This is an optimization exercise on Yosys and OpenROAD, whose aim is small area and few clock cycles, not a production implementation.
Only simulation tests tie the RTL to the original design; equivalence was not proved.
Power and IR drop assume default switching activity.

**run.sh**
```bash
#!/bin/bash
# synth_recipe.tcl (not shown) runs the flow's synth.tcl, then flattens the netlist and writes it again
# the make line also repeats each setting of config.mk as NAME=value (left out here)
make -C /OpenROAD-flow-scripts/flow DESIGN_CONFIG=/design/flow/config.mk WORK_HOME=/design/flow/orfs CLKGATE_MAP_FILE= SYNTH_SCRIPT=/design/flow/synth_recipe.tcl finish
```
**config.mk**
```make
export PLATFORM = sky130hd
export DESIGN_NAME = source_text_tokenizer_unit
export DESIGN_NICKNAME = source_text_tokenizer_unit
export VERILOG_FILES = /design/flow/design.v
export SDC_FILE = /design/flow/constraint.sdc
export NUM_CORES = 4
export LEC_CHECK = 0
export CAP_MARGIN = 20
export CORE_MARGIN = 2
export CORE_UTILIZATION = 40
export SLEW_MARGIN = 20
```
**constraint.sdc**
```tcl
create_clock -name core_clock -period 6.0 [get_ports {clock}]
set_input_delay 1.2000 -clock core_clock [delete_from_list [all_inputs] [get_ports {clock}]]
set_output_delay 1.2000 -clock core_clock [all_outputs]
set_load 0.01 [all_outputs]
```
**design.v**
```verilog
   localparam POS_BITS    = 16;
   localparam LEN_BITS    = 16;
   localparam KIND_BITS   = 5;
   localparam MODE_BITS   = 3;
   localparam QUEUE_DEPTH = 4;
   localparam QPTR_BITS   = 2;
   localparam QCNT_BITS   = 3;
   localparam [7:0] CHAR_QUOTE = 8'h22;
   localparam [7:0] CHAR_SPACE = 8'h20;
   localparam [7:0] CHAR_TAB   = 8'h09;
   localparam [7:0] CHAR_ZERO  = 8'h30;
   localparam [7:0] CHAR_NINE  = 8'h39;
   localparam [7:0] CHAR_X     = 8'h78;
   localparam [7:0] CHAR_B     = 8'h62;
   localparam [KIND_BITS-1:0] KIND_STRING = 5'd21;
   localparam [KIND_BITS-1:0] KIND_SPACES = 5'd22;
   localparam [KIND_BITS-1:0] KIND_TABS   = 5'd23;
   localparam [KIND_BITS-1:0] KIND_WORD   = 5'd24;
   localparam [KIND_BITS-1:0] KIND_NUMBER = 5'd25;
   localparam [MODE_BITS-1:0] MODE_NONE   = 3'd0;
   localparam [MODE_BITS-1:0] MODE_STRING = 3'd1;
   localparam [MODE_BITS-1:0] MODE_SPACES = 3'd2;
   localparam [MODE_BITS-1:0] MODE_TABS   = 3'd3;
   localparam [MODE_BITS-1:0] MODE_WORD   = 3'd4;
   localparam [MODE_BITS-1:0] MODE_NUMBER = 3'd5;
   localparam [MODE_BITS-1:0] MODE_ZERO   = 3'd6;
   localparam ST_BITS = MODE_BITS + POS_BITS + LEN_BITS + POS_BITS;
   localparam RES_BITS = KIND_BITS + POS_BITS + LEN_BITS + 2;
   function automatic [RES_BITS-1:0] make_res(input [KIND_BITS-1:0] kind,
         input [POS_BITS-1:0] start, input [LEN_BITS-1:0] length, input open_string);
      make_res = {kind, start, length, open_string, 1'b0};
   endfunction
   function automatic is_letter(input [7:0] c);
      is_letter = ((c >= 8'h61) && (c <= 8'h7A)) || ((c >= 8'h41) && (c <= 8'h5A));
   endfunction
   function automatic is_digit(input [7:0] c);
      is_digit = (c >= CHAR_ZERO) && (c <= CHAR_NINE);
   endfunction
   function automatic [KIND_BITS:0] single_kind(input [7:0] c);
      case (c)
         8'h2B:   single_kind = {1'b1, 5'd0};
         8'h2D:   single_kind = {1'b1, 5'd1};
         8'h2A:   single_kind = {1'b1, 5'd2};
         8'h3D:   single_kind = {1'b1, 5'd3};
         8'h26:   single_kind = {1'b1, 5'd4};
         8'h2F:   single_kind = {1'b1, 5'd5};
         8'h21:   single_kind = {1'b1, 5'd6};
         8'h25:   single_kind = {1'b1, 5'd7};
         8'h5E:   single_kind = {1'b1, 5'd8};
         8'h28:   single_kind = {1'b1, 5'd9};
         8'h29:   single_kind = {1'b1, 5'd10};
         8'h5B:   single_kind = {1'b1, 5'd11};
         8'h5D:   single_kind = {1'b1, 5'd12};
         8'h7B:   single_kind = {1'b1, 5'd13};
         8'h7D:   single_kind = {1'b1, 5'd14};
         8'h3C:   single_kind = {1'b1, 5'd15};
         8'h3E:   single_kind = {1'b1, 5'd16};
         8'h0A:   single_kind = {1'b1, 5'd17};
         8'h3B:   single_kind = {1'b1, 5'd18};
         8'h2C:   single_kind = {1'b1, 5'd19};
         8'h27:   single_kind = {1'b1, 5'd20};
         default: single_kind = 6'd0;
      endcase
   endfunction
   function automatic extends_run(input [MODE_BITS-1:0] m, input [7:0] c);
      case (m)
         MODE_STRING: extends_run = 1'b1;
         MODE_SPACES: extends_run = (c == CHAR_SPACE);
         MODE_TABS:   extends_run = (c == CHAR_TAB);
         MODE_WORD:   extends_run = is_letter(c);
         MODE_NUMBER: extends_run = is_digit(c);
         MODE_ZERO:   extends_run = is_digit(c) || (c == CHAR_X) || (c == CHAR_B);
         default:     extends_run = 1'b0;
      endcase
   endfunction
   function automatic [KIND_BITS-1:0] mode_kind(input [MODE_BITS-1:0] m);
      case (m)
         MODE_STRING: mode_kind = KIND_STRING;
         MODE_SPACES: mode_kind = KIND_SPACES;
         MODE_TABS:   mode_kind = KIND_TABS;
         MODE_WORD:   mode_kind = KIND_WORD;
         default:     mode_kind = KIND_NUMBER;
      endcase
   endfunction
module stt_step (
   cur, char_byte, source_end, nxt, res0, res1, res_count
);
   localparam POS_BITS    = 16;
   localparam LEN_BITS    = 16;
   localparam KIND_BITS   = 5;
   localparam MODE_BITS   = 3;
   localparam QUEUE_DEPTH = 4;
   localparam QPTR_BITS   = 2;
   localparam QCNT_BITS   = 3;
   localparam [7:0] CHAR_QUOTE = 8'h22;
   localparam [7:0] CHAR_SPACE = 8'h20;
   localparam [7:0] CHAR_TAB   = 8'h09;
   localparam [7:0] CHAR_ZERO  = 8'h30;
   localparam [7:0] CHAR_NINE  = 8'h39;
   localparam [7:0] CHAR_X     = 8'h78;
   localparam [7:0] CHAR_B     = 8'h62;
   localparam [KIND_BITS-1:0] KIND_STRING = 5'd21;
   localparam [KIND_BITS-1:0] KIND_SPACES = 5'd22;
   localparam [KIND_BITS-1:0] KIND_TABS   = 5'd23;
   localparam [KIND_BITS-1:0] KIND_WORD   = 5'd24;
   localparam [KIND_BITS-1:0] KIND_NUMBER = 5'd25;
   localparam [MODE_BITS-1:0] MODE_NONE   = 3'd0;
   localparam [MODE_BITS-1:0] MODE_STRING = 3'd1;
   localparam [MODE_BITS-1:0] MODE_SPACES = 3'd2;
   localparam [MODE_BITS-1:0] MODE_TABS   = 3'd3;
   localparam [MODE_BITS-1:0] MODE_WORD   = 3'd4;
   localparam [MODE_BITS-1:0] MODE_NUMBER = 3'd5;
   localparam [MODE_BITS-1:0] MODE_ZERO   = 3'd6;
   localparam ST_BITS = MODE_BITS + POS_BITS + LEN_BITS + POS_BITS;
   localparam RES_BITS = KIND_BITS + POS_BITS + LEN_BITS + 2;
   function automatic [RES_BITS-1:0] make_res(input [KIND_BITS-1:0] kind,
         input [POS_BITS-1:0] start, input [LEN_BITS-1:0] length, input open_string);
      make_res = {kind, start, length, open_string, 1'b0};
   endfunction
   function automatic is_letter(input [7:0] c);
      is_letter = ((c >= 8'h61) && (c <= 8'h7A)) || ((c >= 8'h41) && (c <= 8'h5A));
   endfunction
   function automatic is_digit(input [7:0] c);
      is_digit = (c >= CHAR_ZERO) && (c <= CHAR_NINE);
   endfunction
   function automatic [KIND_BITS:0] single_kind(input [7:0] c);
      case (c)
         8'h2B:   single_kind = {1'b1, 5'd0};
         8'h2D:   single_kind = {1'b1, 5'd1};
         8'h2A:   single_kind = {1'b1, 5'd2};
         8'h3D:   single_kind = {1'b1, 5'd3};
         8'h26:   single_kind = {1'b1, 5'd4};
         8'h2F:   single_kind = {1'b1, 5'd5};
         8'h21:   single_kind = {1'b1, 5'd6};
         8'h25:   single_kind = {1'b1, 5'd7};
         8'h5E:   single_kind = {1'b1, 5'd8};
         8'h28:   single_kind = {1'b1, 5'd9};
         8'h29:   single_kind = {1'b1, 5'd10};
         8'h5B:   single_kind = {1'b1, 5'd11};
         8'h5D:   single_kind = {1'b1, 5'd12};
         8'h7B:   single_kind = {1'b1, 5'd13};
         8'h7D:   single_kind = {1'b1, 5'd14};
         8'h3C:   single_kind = {1'b1, 5'd15};
         8'h3E:   single_kind = {1'b1, 5'd16};
         8'h0A:   single_kind = {1'b1, 5'd17};
         8'h3B:   single_kind = {1'b1, 5'd18};
         8'h2C:   single_kind = {1'b1, 5'd19};
         8'h27:   single_kind = {1'b1, 5'd20};
         default: single_kind = 6'd0;
      endcase
   endfunction
   function automatic extends_run(input [MODE_BITS-1:0] m, input [7:0] c);
      case (m)
         MODE_STRING: extends_run = 1'b1;
         MODE_SPACES: extends_run = (c == CHAR_SPACE);
         MODE_TABS:   extends_run = (c == CHAR_TAB);
         MODE_WORD:   extends_run = is_letter(c);
         MODE_NUMBER: extends_run = is_digit(c);
         MODE_ZERO:   extends_run = is_digit(c) || (c == CHAR_X) || (c == CHAR_B);
         default:     extends_run = 1'b0;
      endcase
   endfunction
   function automatic [KIND_BITS-1:0] mode_kind(input [MODE_BITS-1:0] m);
      case (m)
         MODE_STRING: mode_kind = KIND_STRING;
         MODE_SPACES: mode_kind = KIND_SPACES;
         MODE_TABS:   mode_kind = KIND_TABS;
         MODE_WORD:   mode_kind = KIND_WORD;
         default:     mode_kind = KIND_NUMBER;
      endcase
   endfunction
   input  wire [ST_BITS-1:0]  cur;
   input  wire [7:0]          char_byte;
   input  wire                source_end;
   output reg  [ST_BITS-1:0]  nxt;
   output reg  [RES_BITS-1:0] res0;
   output reg  [RES_BITS-1:0] res1;
   output reg  [1:0]          res_count;
   wire [MODE_BITS-1:0] cur_mode   = cur[ST_BITS-1 -: MODE_BITS];
   wire [POS_BITS-1:0]  cur_start  = cur[POS_BITS+LEN_BITS+POS_BITS-1 -: POS_BITS];
   wire [LEN_BITS-1:0]  cur_length = cur[LEN_BITS+POS_BITS-1 -: LEN_BITS];
   wire [POS_BITS-1:0]  cur_pos    = cur[POS_BITS-1:0];
   reg                  ext;
   reg [KIND_BITS:0]    sk;
   reg [LEN_BITS-1:0]   len_inc;
   reg [MODE_BITS-1:0]  m;
   reg [MODE_BITS-1:0]  nxt_mode;
   reg [POS_BITS-1:0]   nxt_start;
   reg [LEN_BITS-1:0]   nxt_length;
   reg [POS_BITS-1:0]   nxt_pos;
   reg [RES_BITS-1:0]   tok;
   always @* begin
      ext     = (cur_mode != MODE_NONE) && extends_run(cur_mode, char_byte);
      sk      = single_kind(char_byte);
      len_inc = (cur_length == {LEN_BITS{1'b1}}) ? cur_length : cur_length + 1'b1;
      m       = MODE_NONE;
      tok     = {RES_BITS{1'b0}};
      nxt_mode   = cur_mode;
      nxt_start  = cur_start;
      nxt_length = cur_length;
      nxt_pos    = cur_pos + 1'b1;
      res0       = {RES_BITS{1'b0}};
      res1       = {RES_BITS{1'b0}};
      res_count  = 2'd0;
      if (ext) begin
         nxt_length = len_inc;
         if (cur_mode == MODE_ZERO) begin
            nxt_mode = MODE_NUMBER;
         end
         if (cur_mode == MODE_STRING && char_byte == CHAR_QUOTE) begin
            res0      = make_res(KIND_STRING, cur_start, len_inc, 1'b0);
            res_count = 2'd1;
            nxt_mode  = MODE_NONE;
         end
      end else begin
         if (cur_mode != MODE_NONE) begin
            res0      = make_res(mode_kind(cur_mode), cur_start, cur_length, 1'b0);
            res_count = 2'd1;
            nxt_mode  = MODE_NONE;
         end
         if (sk[KIND_BITS]) begin
            tok = make_res(sk[KIND_BITS-1:0], cur_pos, 1, 1'b0);
            if (res_count[0]) res1 = tok;
            else              res0 = tok;
            res_count = res_count + 2'd1;
         end else begin
            if (char_byte == CHAR_QUOTE) m = MODE_STRING;
            else if (char_byte == CHAR_SPACE) m = MODE_SPACES;
            else if (char_byte == CHAR_TAB) m = MODE_TABS;
            else if (is_letter(char_byte)) m = MODE_WORD;
            else if (char_byte == CHAR_ZERO) m = MODE_ZERO;
            else if (is_digit(char_byte)) m = MODE_NUMBER;
            if (m != MODE_NONE) begin
               nxt_mode   = m;
               nxt_start  = cur_pos;
               nxt_length = 1;
            end
         end
      end
      if (source_end) begin
         if (nxt_mode != MODE_NONE && res_count != 2'd2) begin
            tok = make_res(mode_kind(nxt_mode), nxt_start, nxt_length,
                           nxt_mode == MODE_STRING);
            if (res_count[0]) res1 = tok;
            else              res0 = tok;
            res_count = res_count + 2'd1;
         end
         if (res_count == 2'd1) res0[0] = 1'b1;
         if (res_count == 2'd2) res1[0] = 1'b1;
         nxt_mode   = MODE_NONE;
         nxt_start  = {POS_BITS{1'b0}};
         nxt_length = {LEN_BITS{1'b0}};
         nxt_pos    = {POS_BITS{1'b0}};
      end
      nxt = {nxt_mode, nxt_start, nxt_length, nxt_pos};
   end
endmodule
module stt_queue (
   clock, reset, push_count, push_data0, push_data1, space_two, out_valid, out_ready, out_data
);
   localparam POS_BITS    = 16;
   localparam LEN_BITS    = 16;
   localparam KIND_BITS   = 5;
   localparam MODE_BITS   = 3;
   localparam QUEUE_DEPTH = 4;
   localparam QPTR_BITS   = 2;
   localparam QCNT_BITS   = 3;
   localparam [7:0] CHAR_QUOTE = 8'h22;
   localparam [7:0] CHAR_SPACE = 8'h20;
   localparam [7:0] CHAR_TAB   = 8'h09;
   localparam [7:0] CHAR_ZERO  = 8'h30;
   localparam [7:0] CHAR_NINE  = 8'h39;
   localparam [7:0] CHAR_X     = 8'h78;
   localparam [7:0] CHAR_B     = 8'h62;
   localparam [KIND_BITS-1:0] KIND_STRING = 5'd21;
   localparam [KIND_BITS-1:0] KIND_SPACES = 5'd22;
   localparam [KIND_BITS-1:0] KIND_TABS   = 5'd23;
   localparam [KIND_BITS-1:0] KIND_WORD   = 5'd24;
   localparam [KIND_BITS-1:0] KIND_NUMBER = 5'd25;
   localparam [MODE_BITS-1:0] MODE_NONE   = 3'd0;
   localparam [MODE_BITS-1:0] MODE_STRING = 3'd1;
   localparam [MODE_BITS-1:0] MODE_SPACES = 3'd2;
   localparam [MODE_BITS-1:0] MODE_TABS   = 3'd3;
   localparam [MODE_BITS-1:0] MODE_WORD   = 3'd4;
   localparam [MODE_BITS-1:0] MODE_NUMBER = 3'd5;
   localparam [MODE_BITS-1:0] MODE_ZERO   = 3'd6;
   localparam ST_BITS = MODE_BITS + POS_BITS + LEN_BITS + POS_BITS;
   localparam RES_BITS = KIND_BITS + POS_BITS + LEN_BITS + 2;
   function automatic [RES_BITS-1:0] make_res(input [KIND_BITS-1:0] kind,
         input [POS_BITS-1:0] start, input [LEN_BITS-1:0] length, input open_string);
      make_res = {kind, start, length, open_string, 1'b0};
   endfunction
   function automatic is_letter(input [7:0] c);
      is_letter = ((c >= 8'h61) && (c <= 8'h7A)) || ((c >= 8'h41) && (c <= 8'h5A));
   endfunction
   function automatic is_digit(input [7:0] c);
      is_digit = (c >= CHAR_ZERO) && (c <= CHAR_NINE);
   endfunction
   function automatic [KIND_BITS:0] single_kind(input [7:0] c);
      case (c)
         8'h2B:   single_kind = {1'b1, 5'd0};
         8'h2D:   single_kind = {1'b1, 5'd1};
         8'h2A:   single_kind = {1'b1, 5'd2};
         8'h3D:   single_kind = {1'b1, 5'd3};
         8'h26:   single_kind = {1'b1, 5'd4};
         8'h2F:   single_kind = {1'b1, 5'd5};
         8'h21:   single_kind = {1'b1, 5'd6};
         8'h25:   single_kind = {1'b1, 5'd7};
         8'h5E:   single_kind = {1'b1, 5'd8};
         8'h28:   single_kind = {1'b1, 5'd9};
         8'h29:   single_kind = {1'b1, 5'd10};
         8'h5B:   single_kind = {1'b1, 5'd11};
         8'h5D:   single_kind = {1'b1, 5'd12};
         8'h7B:   single_kind = {1'b1, 5'd13};
         8'h7D:   single_kind = {1'b1, 5'd14};
         8'h3C:   single_kind = {1'b1, 5'd15};
         8'h3E:   single_kind = {1'b1, 5'd16};
         8'h0A:   single_kind = {1'b1, 5'd17};
         8'h3B:   single_kind = {1'b1, 5'd18};
         8'h2C:   single_kind = {1'b1, 5'd19};
         8'h27:   single_kind = {1'b1, 5'd20};
         default: single_kind = 6'd0;
      endcase
   endfunction
   function automatic extends_run(input [MODE_BITS-1:0] m, input [7:0] c);
      case (m)
         MODE_STRING: extends_run = 1'b1;
         MODE_SPACES: extends_run = (c == CHAR_SPACE);
         MODE_TABS:   extends_run = (c == CHAR_TAB);
         MODE_WORD:   extends_run = is_letter(c);
         MODE_NUMBER: extends_run = is_digit(c);
         MODE_ZERO:   extends_run = is_digit(c) || (c == CHAR_X) || (c == CHAR_B);
         default:     extends_run = 1'b0;
      endcase
   endfunction
   function automatic [KIND_BITS-1:0] mode_kind(input [MODE_BITS-1:0] m);
      case (m)
         MODE_STRING: mode_kind = KIND_STRING;
         MODE_SPACES: mode_kind = KIND_SPACES;
         MODE_TABS:   mode_kind = KIND_TABS;
         MODE_WORD:   mode_kind = KIND_WORD;
         default:     mode_kind = KIND_NUMBER;
      endcase
   endfunction
   input  wire                clock;
   input  wire                reset;
   input  wire [1:0]          push_count;
   input  wire [RES_BITS-1:0] push_data0;
   input  wire [RES_BITS-1:0] push_data1;
   output wire                space_two;
   output wire                out_valid;
   input  wire                out_ready;
   output wire [RES_BITS-1:0] out_data;
   reg  [RES_BITS-1:0]   mem_ff [0:QUEUE_DEPTH-1];
   reg  [QPTR_BITS-1:0]  wr_ptr_ff;
   reg  [QPTR_BITS-1:0]  rd_ptr_ff;
   reg  [QCNT_BITS-1:0]  count_ff;
   wire                  pop;
   wire [QPTR_BITS-1:0]  wr_next;
   assign pop       = out_valid && out_ready;
   assign out_valid = (count_ff != {QCNT_BITS{1'b0}});
   assign out_data  = mem_ff[rd_ptr_ff];
   assign space_two = (count_ff <= QUEUE_DEPTH - 2);
   assign wr_next   = wr_ptr_ff + 1'b1;
   always @(posedge clock) begin
      if (reset) begin
         wr_ptr_ff <= {QPTR_BITS{1'b0}};
         rd_ptr_ff <= {QPTR_BITS{1'b0}};
         count_ff  <= {QCNT_BITS{1'b0}};
      end else begin
         wr_ptr_ff <= wr_ptr_ff + push_count;
         rd_ptr_ff <= pop ? rd_ptr_ff + 1'b1 : rd_ptr_ff;
         count_ff  <= count_ff + push_count - pop;
      end
   end
   always @(posedge clock) begin
      if (push_count != 2'd0) begin
         mem_ff[wr_ptr_ff] <= push_data0;
      end
      if (push_count == 2'd2) begin
         mem_ff[wr_next] <= push_data1;
      end
   end
endmodule
module source_text_tokenizer_unit (
   input  wire          clock,
   input  wire          reset,
   input  wire          req_tvalid,
   output wire          req_tready,
   input  wire [7:0]    req_tdata,    
   input  wire          req_tlast,    
   output wire          rsp_tvalid,
   input  wire          rsp_tready,
   output wire [71:0]   rsp_tdata,    
   output wire          rsp_tuser,    
   output wire          rsp_tlast     
);
   localparam POS_BITS    = 16;
   localparam LEN_BITS    = 16;
   localparam KIND_BITS   = 5;
   localparam MODE_BITS   = 3;
   localparam QUEUE_DEPTH = 4;
   localparam QPTR_BITS   = 2;
   localparam QCNT_BITS   = 3;
   localparam [7:0] CHAR_QUOTE = 8'h22;
   localparam [7:0] CHAR_SPACE = 8'h20;
   localparam [7:0] CHAR_TAB   = 8'h09;
   localparam [7:0] CHAR_ZERO  = 8'h30;
   localparam [7:0] CHAR_NINE  = 8'h39;
   localparam [7:0] CHAR_X     = 8'h78;
   localparam [7:0] CHAR_B     = 8'h62;
   localparam [KIND_BITS-1:0] KIND_STRING = 5'd21;
   localparam [KIND_BITS-1:0] KIND_SPACES = 5'd22;
   localparam [KIND_BITS-1:0] KIND_TABS   = 5'd23;
   localparam [KIND_BITS-1:0] KIND_WORD   = 5'd24;
   localparam [KIND_BITS-1:0] KIND_NUMBER = 5'd25;
   localparam [MODE_BITS-1:0] MODE_NONE   = 3'd0;
   localparam [MODE_BITS-1:0] MODE_STRING = 3'd1;
   localparam [MODE_BITS-1:0] MODE_SPACES = 3'd2;
   localparam [MODE_BITS-1:0] MODE_TABS   = 3'd3;
   localparam [MODE_BITS-1:0] MODE_WORD   = 3'd4;
   localparam [MODE_BITS-1:0] MODE_NUMBER = 3'd5;
   localparam [MODE_BITS-1:0] MODE_ZERO   = 3'd6;
   localparam ST_BITS = MODE_BITS + POS_BITS + LEN_BITS + POS_BITS;
   localparam RES_BITS = KIND_BITS + POS_BITS + LEN_BITS + 2;
   function automatic [RES_BITS-1:0] make_res(input [KIND_BITS-1:0] kind,
         input [POS_BITS-1:0] start, input [LEN_BITS-1:0] length, input open_string);
      make_res = {kind, start, length, open_string, 1'b0};
   endfunction
   function automatic is_letter(input [7:0] c);
      is_letter = ((c >= 8'h61) && (c <= 8'h7A)) || ((c >= 8'h41) && (c <= 8'h5A));
   endfunction
   function automatic is_digit(input [7:0] c);
      is_digit = (c >= CHAR_ZERO) && (c <= CHAR_NINE);
   endfunction
   function automatic [KIND_BITS:0] single_kind(input [7:0] c);
      case (c)
         8'h2B:   single_kind = {1'b1, 5'd0};
         8'h2D:   single_kind = {1'b1, 5'd1};
         8'h2A:   single_kind = {1'b1, 5'd2};
         8'h3D:   single_kind = {1'b1, 5'd3};
         8'h26:   single_kind = {1'b1, 5'd4};
         8'h2F:   single_kind = {1'b1, 5'd5};
         8'h21:   single_kind = {1'b1, 5'd6};
         8'h25:   single_kind = {1'b1, 5'd7};
         8'h5E:   single_kind = {1'b1, 5'd8};
         8'h28:   single_kind = {1'b1, 5'd9};
         8'h29:   single_kind = {1'b1, 5'd10};
         8'h5B:   single_kind = {1'b1, 5'd11};
         8'h5D:   single_kind = {1'b1, 5'd12};
         8'h7B:   single_kind = {1'b1, 5'd13};
         8'h7D:   single_kind = {1'b1, 5'd14};
         8'h3C:   single_kind = {1'b1, 5'd15};
         8'h3E:   single_kind = {1'b1, 5'd16};
         8'h0A:   single_kind = {1'b1, 5'd17};
         8'h3B:   single_kind = {1'b1, 5'd18};
         8'h2C:   single_kind = {1'b1, 5'd19};
         8'h27:   single_kind = {1'b1, 5'd20};
         default: single_kind = 6'd0;
      endcase
   endfunction
   function automatic extends_run(input [MODE_BITS-1:0] m, input [7:0] c);
      case (m)
         MODE_STRING: extends_run = 1'b1;
         MODE_SPACES: extends_run = (c == CHAR_SPACE);
         MODE_TABS:   extends_run = (c == CHAR_TAB);
         MODE_WORD:   extends_run = is_letter(c);
         MODE_NUMBER: extends_run = is_digit(c);
         MODE_ZERO:   extends_run = is_digit(c) || (c == CHAR_X) || (c == CHAR_B);
         default:     extends_run = 1'b0;
      endcase
   endfunction
   function automatic [KIND_BITS-1:0] mode_kind(input [MODE_BITS-1:0] m);
      case (m)
         MODE_STRING: mode_kind = KIND_STRING;
         MODE_SPACES: mode_kind = KIND_SPACES;
         MODE_TABS:   mode_kind = KIND_TABS;
         MODE_WORD:   mode_kind = KIND_WORD;
         default:     mode_kind = KIND_NUMBER;
      endcase
   endfunction
   reg  [ST_BITS-1:0]   state_ff;
   wire [ST_BITS-1:0]   state_in;
   wire [ST_BITS-1:0]   step_nxt;
   wire [RES_BITS-1:0]  step_res0;
   wire [RES_BITS-1:0]  step_res1;
   wire [1:0]           step_count;
   wire [1:0]           push_count;
   wire                 accept;
   wire [RES_BITS-1:0]  head;
   assign accept     = req_tvalid && req_tready;
   assign push_count = accept ? step_count : 2'd0;
   assign state_in   = accept ? step_nxt : state_ff;
   stt_step u_step (
      .cur        (state_ff),
      .char_byte  (req_tdata),
      .source_end (req_tlast),
      .nxt        (step_nxt),
      .res0       (step_res0),
      .res1       (step_res1),
      .res_count  (step_count)
   );
   stt_queue u_queue (
      .clock      (clock),
      .reset      (reset),
      .push_count (push_count),
      .push_data0 (step_res0),
      .push_data1 (step_res1),
      .space_two  (req_tready),
      .out_valid  (rsp_tvalid),
      .out_ready  (rsp_tready),
      .out_data   (head)
   );
   always @(posedge clock) begin
      if (reset) begin
         state_ff <= {ST_BITS{1'b0}};
      end else begin
         state_ff <= state_in;
      end
   end
   assign rsp_tdata = {3'b000, {(32 - LEN_BITS){1'b0}}, head[LEN_BITS+1:2],
                       {(32 - POS_BITS){1'b0}}, head[POS_BITS+LEN_BITS+1 -: POS_BITS],
                       head[RES_BITS-1 -: KIND_BITS]};
   assign rsp_tuser = head[1];
   assign rsp_tlast = head[0];
endmodule
```
==> summary.md <==
The run finished with no timing, DRC or antenna violations. The global-route usage over all layers came out at 19.50%. The worst setup path is of the primary input to flip-flop kind.

The largest individual stage delay along the critical path comes from the cell sky130_fd_sc_hd__clkdlybuf4s50_1. For the global-route wire length before repair, the log shows 48540 um. In this run the critical register-to-register path is captured at u_queue.count_ff[2]$_SDFF_PP0_. Number of input and output port buffers inserted: 53. Hold timing on the final database bottoms out at a slack of 537.7 ps.

The startpoint identified for the worst register-to-register timing path is state_ff[48]$_SDFFE_PP0P_. The clock insertion delay at the later pin of the skew report was 520 ps. Summing the sequential cell areas from Yosys gives 48.63% of the chip area. The run gives 88 as the count of cell types in the netlist.

The master cell of the clock root buffer is sky130_fd_sc_hd__clkbuf_16. Dividing the detail-routed via count by the number of cells gives 5.750. The logs give 0 for the count of final setup violators and 1 for the maximum level of the CTS H-tree. In this run, CTS created clock tree buffers numbering 22. The x dimension of the die was 177.9 um. The via total after detailed routing is 8820, and the fraction of power consumed by combinational cells is 22.1%.

For this design, the sink count on the clock tree is 216. Synthesis produced a netlist whose cell count is 1094. The logs give 0.01374 mm^2 for the design area and 0.8665 for the final weighted congestion of routability-driven global placement. The repair_antennas step left the layout with diodes totalling 0. Area growth from synthesis to layout: 13.50%. The run gives 0 as the number of buffers inserted to repair setup after CTS. For this run, the post-layout net count is 1150.

The areal power density over the cells is 292.4 mW/mm^2. The clock-pin slew on the worst setup and hold paths is 70 ps. The number of global-route vias before repair is 8530, and the half-perimeter wire length after detailed placement is 19890 um. The number of antenna violations at the first check in global routing is 0, and the per-cell routed wire length is 19.90 um. The die covers 0.03166 mm^2. The tools report the maximum buffer depth of the clock tree as 3. The critical path goes through clkdlybuf4s50_1, nand3b_1, a2111oi_0, a2111o_1, nand4bb_1, ha_1, a21oi_1, ha_1, nor2b_1, o31ai_4, xnor2_1, a21o_1, and2_1, inv_1, ha_1, inv_1, ha_1, inv_1, fa_1, xnor2_1, xnor2_1, nor2_1.

During I/O placement, the number of pins put on the boundary was 89. The floorplan has 63 rows. The synthesized design contains 156 enable-type register cells. The worst pin sits at a relative slew slack of 33.71%. The tools report the clock skew after layout as 25.79 ps. Of all nets on the critical path, the largest fanout is 12.

In this run the static leakage power is 4.814 nW. In this run the mean area of a mapped cell was 11.06 um^2. The stage delay of the slowest cell on the critical path is 610 ps, and the share of cells above drive strength 1 is 15.56%. For this run, the number of Yosys warnings is 3.

The first-pass iteration count of the detailed router is 5. Worst min-delay path startpoint: u_queue.rd_ptr_ff[1]$_SDFFE_PP0P_. The final worst-path cycle share was 90.45%. Post-layout minimum cycle time: 5427 ps. The critical path startpoint is req_tdata[2].

For this block, the initial DRC count from the detailed router was 692. The number of slew-limit violations in the final report was 0. The placed instances occupy a cell area of 0.01300 mm^2. For this run the aggregate overflow at the end of global routing stands at 0. The biggest area contributor in the post-synthesis netlist is sky130_fd_sc_hd__edfxtp_1. From bottom edge to top edge, the die measures 177.9 um. Yosys instantiated no cell more often than sky130_fd_sc_hd__edfxtp_1. Yosys attributes the largest share of cell area to sky130_fd_sc_hd__edfxtp_1, sky130_fd_sc_hd__dfxtp_1, sky130_fd_sc_hd__mux4_2, sky130_fd_sc_hd__a22o_1, sky130_fd_sc_hd__nor2_1. The run gives 43.1% as the sequential power share. Once the clock tree was built, the resizer swapped 0 gates to a different size. The logs give 2.911 mW for the internal power consumption and 1420 ps for the setup slack of the most critical reg-to-reg path. The nature of the critical path startpoint is a primary input. The measured slew at the worst slew-check pin was 981.9 ps; the max-cap violation count was 0. Setup total negative slack on the finished layout was measured at 0 ps. Timing would allow up to 184.3 MHz. VDD sags by at most 0.0001568 V. Along the worst hold path, the cell count comes to 2. Endpoint of the worst hold path: u_queue.rd_ptr_ff[1]$_SDFFE_PP0P_. Setup repair after global routing left no endpoint under its margin. The cell that appears most often on the critical path is sky130_fd_sc_hd__ha_1.

In the routed design, unresolved DRC markers number 0. The clock network accounts for 34.7% of the total power. Synthesis inferred 216 register bits.

The proportion of register bits with asynchronous set or reset after synthesis works out to 0%. The starting density of the core was 40.73%; the required time of the critical path was 6400 ps. Leading register cell type out of synthesis: sky130_fd_sc_hd__edfxtp_1. Summed over its instances, the top area cell type makes up 38.71% of the synthesized netlist area. TritonCTS built the clock tree. Hold repair after CTS inserted 0 buffers. Summed over all nets, the switching power comes to 1.106 mW. Of the total power, the share spent switching nets is 27.54%. The commonest cells after synthesis are sky130_fd_sc_hd__edfxtp_1, sky130_fd_sc_hd__nor2_1, sky130_fd_sc_hd__a22o_1.

In this run the worst hold path is classified as flip-flop to flip-flop. The tools report the final-report hold violation count as 0. Entering global routing, the biggest net connects 40 pins. Summed over all layers, the routed wires come to 30530 um.

After floorplanning, the core was sized to cover 0.02972 mm^2. In this run the cell area of the synthesized design comes to 0.01210 mm^2. Counting cells, the worst reg-to-reg path comes to 20. Cells fill 46.23% of the core in the end. The capturing element type of the critical path was a flip-flop.

The endpoint arrival time on the critical path is 5830 ps, and the post-route antenna net violation count is 0.
-- how the worst max path moves through the flow --
stage / end / slack [ps]
after floorplan: u_queue.mem_ff[2][0]$_DFFE_PP_ / -330
after global placement: u_queue.count_ff[2]$_SDFF_PP0_ / 180
after detailed placement: u_queue.count_ff[2]$_SDFF_PP0_ / 60
after CTS: u_queue.count_ff[2]$_SDFF_PP0_ / 610
after global routing: u_queue.count_ff[2]$_SDFF_PP0_ / 170
final: u_queue.count_ff[2]$_SDFF_PP0_ / 570
-- critical path, delay by kind of cell --
kind	cells	cell delay [ps]
AO/OA/AOI/OAI	5	1210
adder cells (fa/ha/maj)	5	1200
AND/OR/NAND/NOR	5	950
buffers and inverters	4	760
XOR/XNOR	3	480
-- routing by layer --
| layer | part of all wire (%) | wire length (um) | up-vias | GRT usage (%) |
|---|---|---|---|---|
| li1 | - | - | 4171 | - |
| met1 | 45 | 13750 | 4325 | 27.46 |
| met2 | 48 | 14640 | 281 | 32.07 |
| met3 | 5.4 | 1636 | 43 | 2.228 |
| met4 | 1.7 | 507 | 0 | 4.918 |
| met5 | 0 | 0 | - | 0 |
-- cell usage in the layout (no fill, tap or decap), types with 8 or more instances in the layout --
cell,count
sky130_fd_sc_hd__nand4_1,17
sky130_fd_sc_hd__xor2_1,13
sky130_fd_sc_hd__clkbuf_16,22
sky130_fd_sc_hd__a21oi_1,49
sky130_fd_sc_hd__dfxtp_1,58
sky130_fd_sc_hd__ha_1,8
sky130_fd_sc_hd__mux4_2,39
sky130_fd_sc_hd__o21ai_0,34
sky130_fd_sc_hd__buf_4,51
sky130_fd_sc_hd__or3_1,12
sky130_fd_sc_hd__conb_1,35
sky130_fd_sc_hd__nand2_1,53
sky130_fd_sc_hd__a21o_1,9
sky130_fd_sc_hd__xnor2_1,8
sky130_fd_sc_hd__o31ai_1,8
sky130_fd_sc_hd__nand3_1,15
sky130_fd_sc_hd__nor3_1,21
sky130_fd_sc_hd__clkdlybuf4s50_1,52
sky130_fd_sc_hd__a22oi_1,33
sky130_fd_sc_hd__nor2_1,152
sky130_fd_sc_hd__mux2i_1,31
sky130_fd_sc_hd__inv_1,11
sky130_fd_sc_hd__and3_1,13
sky130_fd_sc_hd__a22o_1,66
sky130_fd_sc_hd__o22ai_1,11
sky130_fd_sc_hd__edfxtp_1,156
-- stage by stage --
step                worst slack, ps  instances  power [mW]
floorplan                    -328.1       1128       2.305
global placement              177.0       1494       2.665
detailed placement            57.60       1494       2.665
global route                  170.5       1534       4.172
CTS                           607.7       1534       4.056
finish                        572.7       1534       4.017
-- cell type report --
| type | count | area (um^2) |
|---|---|---|
| multi-input cells | 771 | 5637 |
| clock inverters | 14 | 163.9 |
| inverters | 11 | 41.29 |
| clock buffers | 26 | 565.5 |
| repair buffers | 106 | 948.4 |
| fillers | 2701 | 15980 |
| flip-flops and latches | 216 | 5893 |
| well taps | 390 | 488.0 |
-- flip-flops by register name (all words and copies together), names as in the netlist, named ones only --
name and count:
u_queue.count_ff 3, u_queue.rd_ptr_ff 2, u_queue.wr_ptr_ff 2, u_queue.mem_ff 156, state_ff 51
-- logic make-up (layout without fill, tap and decap cells) --
logic type,after synthesis,count (layout),synth area share (%)
and+or+nand+nor,355,355,14.73
muxes,76,76,10.38
buffers and inverters,141,157,6.316
xor gates and xnor gates,21,21,1.520
other,1,35,0.03098
DFF,216,216,48.63
adders and majority gates,9,9,0.9925
AOI/OAI and AO/OA,275,275,17.40
-- power by group through the flow --
stage	clock, mW	sequential (mW)	combinational (mW)
2_1_floorplan	0	1.69	0.611
3_3_place_gp	0	1.77	0.896
3_5_place_dp	0	1.77	0.895
4_1_cts	1.42	1.74	0.899
5_1_grt	1.47	1.75	0.956
6_report	1.40	1.73	0.889
Testbench counts, summed over its fixed seeds: cycles 20,442.

separate check: timing with driven ports:
In the flow no input, the clock included, has a driving cell. The finished layout below was timed again as built, in two steps. Step 1 (the two cells are an assumption about what drives the block):
set clk [get_ports {clock}]
set_driving_cell -lib_cell sky130_fd_sc_hd__clkbuf_16 $clk
set_driving_cell -lib_cell sky130_fd_sc_hd__buf_2 [delete_from_list [all_inputs] $clk]
Step 2 moves the port delays by t, midway between the first and last clock arrival at a register: inputs arrive t later, outputs are due t later. That takes back most of the time a late clock gives input paths. Slacks: no drivers / after step 1 / after step 2; pairs: no drivers / after step 1.
t, ns: 0.554
setup slack, ns: 0.573 / 0.599 / 0.045
worst hold slack (ns): 0.538 / 0.538 / 0.538
worst setup path at the end: input to register
worst slew at a driven data input, ns: 0.04
After both steps setup and hold are still met in this run. The setup slack of this run moves by +0.026 ns with the drivers and by -0.528 ns with both steps.
